This is an optimization exercise on Yosys and OpenROAD, whose aim is small area, not a production implementation.
Function was checked by simulation only, so behaviour that the tests miss may differ from the original.
Power and IR drop assume default switching activity.

==> garnet <==
Design register_file, start of the top module:
module register_file
#(
  parameter int N_REGS = register_file_pkg::RF_N_REGS,
  parameter int DATA_W = register_file_pkg::RF_DATA_W,
  parameter int ADRS_W = register_file_pkg::RF_ADRS_W
) (
  input  logic              clk_cpu,
  input  logic              reset,
  input  logic [ADRS_W-1:0] rd_adrs_a,
  input  logic [ADRS_W-1:0] rd_adrs_b,
  input  logic [ADRS_W-1:0] wr_adrs,
  input  logic [DATA_W-1:0] wr_data,
  input  logic              wr_en,
  output logic [DATA_W-1:0] q_a,
  output logic [DATA_W-1:0] q_b
);
  logic [DATA_W-1:0]        r_regs [N_REGS];
  logic [N_REGS-1:0]        r_valid;
  logic [N_REGS-1:0]        w_we;
  logic [N_REGS*DATA_W-1:0] w_regs_flat;
  genvar gi;
  generate
    for (gi = 0; gi < N_REGS; gi++) begin : g_we
      assign w_we[gi] = wr_en & (wr_adrs == ADRS_W'(gi));
    end
  endgenerate
  always_ff @(posedge clk_cpu) begin
    for (int i = 0; i < N_REGS; i++) begin
      if (w_we[i]) begin
        r_regs[i] <= wr_data;
      end
    end
  end
  always_ff @(posedge clk_cpu or posedge reset) begin
    if (reset) begin
      r_valid <= '0;
    end else begin
      r_valid <= r_valid | w_we;
    end
  end
  generate
    for (gi = 0; gi < N_REGS; gi++) begin : g_flat
      assign w_regs_flat[gi*DATA_W +: DATA_W] = r_regs[gi];
    end
  endgenerate
  register_file_rd_port #(
    .N_REGS (N_REGS),
    .DATA_W (DATA_W),
    .ADRS_W (ADRS_W)
  ) u_rd_port_a (
    .rd_adrs   (rd_adrs_a),
    .valid     (r_valid),
    .regs_flat (w_regs_flat),
    .q         (q_a)
  );
  register_file_rd_port #(
    .N_REGS (N_REGS),
    .DATA_W (DATA_W),
    .ADRS_W (ADRS_W)
  ) u_rd_port_b (
    .rd_adrs   (rd_adrs_b),
    .valid     (r_valid),
    .regs_flat (w_regs_flat),
  ...
==> module register_file_rd_port, before the edit <==
module register_file_rd_port
#(
  parameter int N_REGS = register_file_pkg::RF_N_REGS,
  parameter int DATA_W = register_file_pkg::RF_DATA_W,
  parameter int ADRS_W = register_file_pkg::RF_ADRS_W
) (
  input  logic [ADRS_W-1:0]        rd_adrs,
  input  logic [N_REGS-1:0]        valid,
  input  logic [N_REGS*DATA_W-1:0] regs_flat,
  output logic [DATA_W-1:0]        q
);
  logic [N_REGS-1:0] w_sel;
  genvar gi, gb;
  generate
    for (gi = 0; gi < N_REGS; gi++) begin : g_sel
      assign w_sel[gi] = (rd_adrs == ADRS_W'(gi)) & valid[gi];
    end
    for (gb = 0; gb < DATA_W; gb++) begin : g_bit
      logic [N_REGS-1:0] w_d;
      for (gi = 0; gi < N_REGS; gi++) begin : g_d
        assign w_d[gi] = regs_flat[gi*DATA_W + gb];
      end
      register_file_mux32 u_mux (
        .sel (w_sel),
        .d   (w_d),
        .q   (q[gb])
      );
    end
  endgenerate
endmodule
==> module register_file_mux32, before the edit <==
module register_file_mux32 (
  input  logic [31:0] sel,
  input  logic [31:0] d,
  output logic        q
);
  logic [9:0] w_n;
  logic [2:0] w_o;
  logic       w_or;
  genvar gi;
  generate
    for (gi = 0; gi < 10; gi++) begin : g_aoi
      register_file_aoi222 u_aoi (
        .a1 (sel[3*gi]),   .a2 (d[3*gi]),
        .b1 (sel[3*gi+1]), .b2 (d[3*gi+1]),
        .c1 (sel[3*gi+2]), .c2 (d[3*gi+2]),
        .y  (w_n[gi])
      );
    end
  endgenerate
  register_file_nand4 u_nand_0 (.a (w_n[0]), .b (w_n[1]), .c (w_n[2]), .d (w_n[3]), .y (w_o[0]));
  register_file_nand4 u_nand_1 (.a (w_n[4]), .b (w_n[5]), .c (w_n[6]), .d (w_n[7]), .y (w_o[1]));
  register_file_nand2 u_nand_2 (.a (w_n[8]), .b (w_n[9]), .y (w_o[2]));
  register_file_or3   u_or     (.a (w_o[0]), .b (w_o[1]), .c (w_o[2]), .y (w_or));
  register_file_ao221 u_ao (
    .a1 (sel[30]), .a2 (d[30]),
    .b1 (sel[31]), .b2 (d[31]),
    .c  (w_or),
    .y  (q)
  );
endmodule
==> module register_file_aoi222, before the edit <==
module register_file_aoi222 (
  input  logic a1, a2, b1, b2, c1, c2,
  output logic y
);
  assign y = ~((a1 & a2) | (b1 & b2) | (c1 & c2));
endmodule
==> module register_file_ao221, before the edit <==
module register_file_ao221 (
  input  logic a1, a2, b1, b2, c,
  output logic y
);
  assign y = (a1 & a2) | (b1 & b2) | c;
endmodule
==> module register_file_nand4, before the edit <==
module register_file_nand4 (
  input  logic a, b, c, d,
  output logic y
);
  assign y = ~(a & b & c & d);
endmodule
==> module register_file_nand2, before the edit <==
module register_file_nand2 (
  input  logic a, b,
  output logic y
);
  assign y = ~(a & b);
endmodule
==> module register_file_or3, before the edit <==
module register_file_or3 (
  input  logic a, b, c,
  output logic y
);
  assign y = a | b | c;
endmodule
==> module register_file, before the edit <==
module register_file
#(
  parameter int N_REGS = register_file_pkg::RF_N_REGS,
  parameter int DATA_W = register_file_pkg::RF_DATA_W,
  parameter int ADRS_W = register_file_pkg::RF_ADRS_W
) (
  input  logic              clk_cpu,
  input  logic              reset,
  input  logic [ADRS_W-1:0] rd_adrs_a,
  input  logic [ADRS_W-1:0] rd_adrs_b,
  input  logic [ADRS_W-1:0] wr_adrs,
  input  logic [DATA_W-1:0] wr_data,
  input  logic              wr_en,
  output logic [DATA_W-1:0] q_a,
  output logic [DATA_W-1:0] q_b
);
  logic [DATA_W-1:0]        r_regs [N_REGS];
  logic [N_REGS-1:0]        r_valid;
  logic [N_REGS-1:0]        w_we;
  logic [N_REGS*DATA_W-1:0] w_regs_flat;
  genvar gi;
  generate
    for (gi = 0; gi < N_REGS; gi++) begin : g_we
      assign w_we[gi] = wr_en & (wr_adrs == ADRS_W'(gi));
    end
  endgenerate
  always_ff @(posedge clk_cpu) begin
    for (int i = 0; i < N_REGS; i++) begin
      if (w_we[i]) begin
        r_regs[i] <= wr_data;
      end
    end
  end
  always_ff @(posedge clk_cpu or posedge reset) begin
    if (reset) begin
      r_valid <= '0;
    end else begin
      r_valid <= r_valid | w_we;
    end
  end
  generate
    for (gi = 0; gi < N_REGS; gi++) begin : g_flat
      assign w_regs_flat[gi*DATA_W +: DATA_W] = r_regs[gi];
    end
  endgenerate
  register_file_rd_port #(
    .N_REGS (N_REGS),
    .DATA_W (DATA_W),
    .ADRS_W (ADRS_W)
  ) u_rd_port_a (
    .rd_adrs   (rd_adrs_a),
    .valid     (r_valid),
    .regs_flat (w_regs_flat),
    .q         (q_a)
  );
  register_file_rd_port #(
    .N_REGS (N_REGS),
    .DATA_W (DATA_W),
    .ADRS_W (ADRS_W)
  ) u_rd_port_b (
    .rd_adrs   (rd_adrs_b),
    .valid     (r_valid),
    .regs_flat (w_regs_flat),
    .q         (q_b)
  );
endmodule
==> flow/config.mk <==
export PLATFORM = sky130hd
export DESIGN_NAME = register_file
export DESIGN_NICKNAME = register_file
export VERILOG_FILES = /design/flow/design.v
export SDC_FILE = /design/flow/constraint.sdc
export NUM_CORES = 4
export LEC_CHECK = 0
export CAP_MARGIN = 20
export CORE_MARGIN = 2
export CORE_UTILIZATION = 50
export PLACE_DENSITY = 0.65
export SLEW_MARGIN = 20
export SYNTH_HIERARCHICAL = 1
export SYNTH_MINIMUM_KEEP_SIZE = 0
==> flow/constraint.sdc <==
create_clock -name core_clock -period 6.0 [get_ports {clk_cpu}]
set_input_delay 1.2000 -clock core_clock [delete_from_list [all_inputs] [get_ports {clk_cpu}]]
set_output_delay 1.2000 -clock core_clock [all_outputs]
set_load 0.01 [all_outputs]
standard.sh (not shown) runs the stock make flow with config.mk's settings and CLKGATE_MAP_FILE= SYNTH_SCRIPT=/design/flow/synth_recipe.tcl, a recipe that flattens the netlist after the stock synthesis.
==> flow/flow/run.sh <==
#!/bin/bash
# Own layout flow: the standard ORFS flow (standard.sh, unchanged synthesis), with
#  - a small (buf_2) buffer on every port (every port still gets one),
#  - CTS with small leaf buffers and no dummy loads.
# Each make run writes its full output to a log file in the work folder; ORFS's own
# per-step logs stay under orfs/logs/.
set -euo pipefail
cd "$(dirname "$0")/.."
bash standard.sh synth > flow_synth.log 2>&1
bash standard.sh \
  BUFFER_PORTS_ARGS="-buffer_cell sky130_fd_sc_hd__buf_2" \
  CTS_ARGS="-sink_clustering_enable -repair_clock_nets -dont_use_dummy_load -buf_list sky130_fd_sc_hd__clkbuf_4 -sink_clustering_size 10 -sink_clustering_max_diameter 50" \
  finish > flow_layout.log 2>&1
==> willow: changes against garnet <==
==> flow/design.v (replaced) <==
package register_file_pkg;
  localparam int RF_N_REGS = 32;
  localparam int RF_DATA_W = 32;
  localparam int RF_ADRS_W = (RF_N_REGS > 1) ? $clog2(RF_N_REGS) : 1;
  localparam int RF_HCYCL = 5;
endpackage
module register_file_rd_port
#(
  parameter int N_REGS = register_file_pkg::RF_N_REGS,
  parameter int DATA_W = register_file_pkg::RF_DATA_W,
  parameter int ADRS_W = register_file_pkg::RF_ADRS_W
) (
  input  logic [ADRS_W-1:0]        rd_adrs,
  input  logic [N_REGS*DATA_W-1:0] regs_flat,
  output logic [DATA_W-1:0]        q
);
  logic [N_REGS-1:0] w_hit;
  logic [DATA_W-1:0] w_q;
  genvar gi;
  generate
    for (gi = 0; gi < N_REGS; gi++) begin : g_hit
      assign w_hit[gi] = (rd_adrs == ADRS_W'(gi));
    end
  endgenerate
  always_comb begin
    w_q = '0;
    for (int i = 0; i < N_REGS; i++) begin
      w_q = w_q | ({DATA_W{w_hit[i]}} & regs_flat[i*DATA_W +: DATA_W]);
    end
  end
  assign q = w_q;
endmodule
module register_file
#(
  parameter int N_REGS = register_file_pkg::RF_N_REGS,
  parameter int DATA_W = register_file_pkg::RF_DATA_W,
  parameter int ADRS_W = register_file_pkg::RF_ADRS_W
) (
  input  logic              clk_cpu,
  input  logic              reset,
  input  logic [ADRS_W-1:0] rd_adrs_a,
  input  logic [ADRS_W-1:0] rd_adrs_b,
  input  logic [ADRS_W-1:0] wr_adrs,
  input  logic [DATA_W-1:0] wr_data,
  input  logic              wr_en,
  output logic [DATA_W-1:0] q_a,
  output logic [DATA_W-1:0] q_b
);
  logic [DATA_W-1:0]        r_regs [N_REGS];
  logic [N_REGS*DATA_W-1:0] w_regs_flat;
  always_ff @(posedge clk_cpu or posedge reset) begin
    if (reset) begin
      for (int i = 0; i < N_REGS; i++) begin
        r_regs[i] <= '0;
      end
    end else if (wr_en) begin
      for (int i = 0; i < N_REGS; i++) begin
        if (wr_adrs == ADRS_W'(i)) begin
          r_regs[i] <= wr_data;
        end
      end
    end
  end
  genvar gi;
  generate
    for (gi = 0; gi < N_REGS; gi++) begin : g_flat
      assign w_regs_flat[gi*DATA_W +: DATA_W] = r_regs[gi];
    end
  endgenerate
  register_file_rd_port #(
    .N_REGS (N_REGS),
    .DATA_W (DATA_W),
    .ADRS_W (ADRS_W)
  ) u_rd_port_a (
    .rd_adrs   (rd_adrs_a),
    .regs_flat (w_regs_flat),
    .q         (q_a)
  );
  register_file_rd_port #(
    .N_REGS (N_REGS),
    .DATA_W (DATA_W),
    .ADRS_W (ADRS_W)
  ) u_rd_port_b (
    .rd_adrs   (rd_adrs_b),
    .regs_flat (w_regs_flat),
    .q         (q_b)
  );
endmodule
==> flow/run.sh (new file) <==
#!/bin/bash
# synth_recipe.tcl (not shown) runs the flow's synth.tcl, then flattens the netlist and writes it again
# the make line also repeats each setting of config.mk as NAME=value (left out here)
make -C /OpenROAD-flow-scripts/flow DESIGN_CONFIG=/design/flow/config.mk WORK_HOME=/design/flow/orfs CLKGATE_MAP_FILE= SYNTH_SCRIPT=/design/flow/synth_recipe.tcl finish
- CORE_UTILIZATION: 50 -> 30
- PLACE_DENSITY: 0.65 -> unset
- SYNTH_HIERARCHICAL: 1 -> unset
- SYNTH_MINIMUM_KEEP_SIZE: 0 -> unset
removed: flow/flow/run.sh
removed: flow/standard.sh
==> violet: changes against garnet <==
--- a/flow/flow/run.sh
+++ b/flow/flow/run.sh
@@ -2,3 +2,3 @@
 # Own layout flow: the standard ORFS flow (standard.sh, unchanged synthesis), with
-#  - a small (buf_2) buffer on every port (every port still gets one),
+#  - the smallest buffer on the ports (every port still gets one),
 #  - CTS with small leaf buffers and no dummy loads.
@@ -10,3 +10,3 @@
 bash standard.sh \
-  BUFFER_PORTS_ARGS="-buffer_cell sky130_fd_sc_hd__buf_2" \
+  BUFFER_PORTS_ARGS="-buffer_cell sky130_fd_sc_hd__buf_1" \
   CTS_ARGS="-sink_clustering_enable -repair_clock_nets -dont_use_dummy_load -buf_list sky130_fd_sc_hd__clkbuf_4 -sink_clustering_size 10 -sink_clustering_max_diameter 50" \
- CORE_UTILIZATION: 50 -> 40
- PLACE_DENSITY: 0.65 -> 0.5
==> impl_metrics.yaml <==
pwr:
  pg_comb_w: 0.000996
  pwr_density_cell_mw_per_mm2: 275.3
  clock_power_share_pct: 25.2
final_layout:
  nets: 2574
  final_cell_mix: "1024 x edfxtp_1, 640 x a222oi_1, 129 x nand4_1, 119 x clkbuf_4, 113 x buf_2"
outcome:
  status: "finished clean"
route:
  vias: 30304
  post_drt_via_cell_ratio: 8.415
  drt-pass1-iter-count: 14
sta:
  fin_crit_ns: 5.461
# the run above: garnet

==> impl_metrics.yaml <==
outcome:
  status: "finished clean"
pwr:
  netSwitchingFraction_pct: 24.61
  clock_power_share_pct: 26.5
  pwr_density_cell_mw_per_mm2: 277.9
  pg_comb_w: 0.00101
logic_synthesis:
  yosysMostFrequentCell: "edfxtp_1"
  synth-seq-area-share_pct: 76.50
die:
  start_util_pct: 40.42
final_layout:
  bufAreaShareNonClock_pct: 2.835
  final_cell_mix: "1024 x edfxtp_1, 640 x a222oi_1, 133 x clkbuf_4, 129 x nand4_1, 113 x buf_1"
  nets: 2599
route:
  post_drt_via_cell_ratio: 7.509
  drt-pass1-iter-count: 13
clock_network:
  clkLatencyLatePin_ns: 1.10
grt:
  overflow: 0
# the run above: violet

==> impl_metrics.yaml <==
final_layout:
  nets: 4528
  final_cell_mix: "1028 x mux2_2, 1024 x dfrtp_1, 503 x a22oi_1, 453 x nand3_1, 206 x and3_1"
  area_delta_synth_final_pct: 17.20
logic_synthesis:
  synth_compound_area_share_pct: 11.35
  yosys_warnings: 3
  synthCells: 4480
route:
  drt-pass1-iter-count: 9
  post_drt_via_cell_ratio: 6.487
  vias: 44856
pwr:
  pwr_density_cell_mw_per_mm2: 327.6
  clock_power_share_pct: 37.3
  pg_comb_w: 0.00305
outcome:
  status: "finished clean"
clock_network:
  htree_levels: 3
  cts_hold_buffers: 0
# the run above: willow

## port drivers added, routing unchanged
The results above use ideal ports. As a check the final layouts listed here were re-extracted and re-timed, cells and wires unchanged. Step 1 sets driving cells, clkbuf_16 on the clock port and buf_2 on the other inputs (assumed; they add their load-dependent delay and slew). Step 2 also shifts input and output timing later by t, the mid clock arrival at the registers, as if the neighbouring blocks saw the same clock. a / b / c = ideal ports / drivers / drivers and shift; a / b = the first two.
run | shift t [ns] | setup WS [ns] | worst setup path at the end | slew at the worst register clock pin (ns)
garnet | 1.018 | 0.539 / 0.516 / 0.516 | input to output | 0.12 / 0.12
willow | 0.835 | 0.102 / 0.048 / 0.048 | input to output | 0.07 / 0.07
violet | 1.137 | 0.494 / 0.451 / 0.451 | input to output | 0.12 / 0.12
After both steps every run listed still meets setup and hold. The setup slack of willow, which loses most, moves by -0.054 ns with the drivers and by -0.054 ns with both steps.
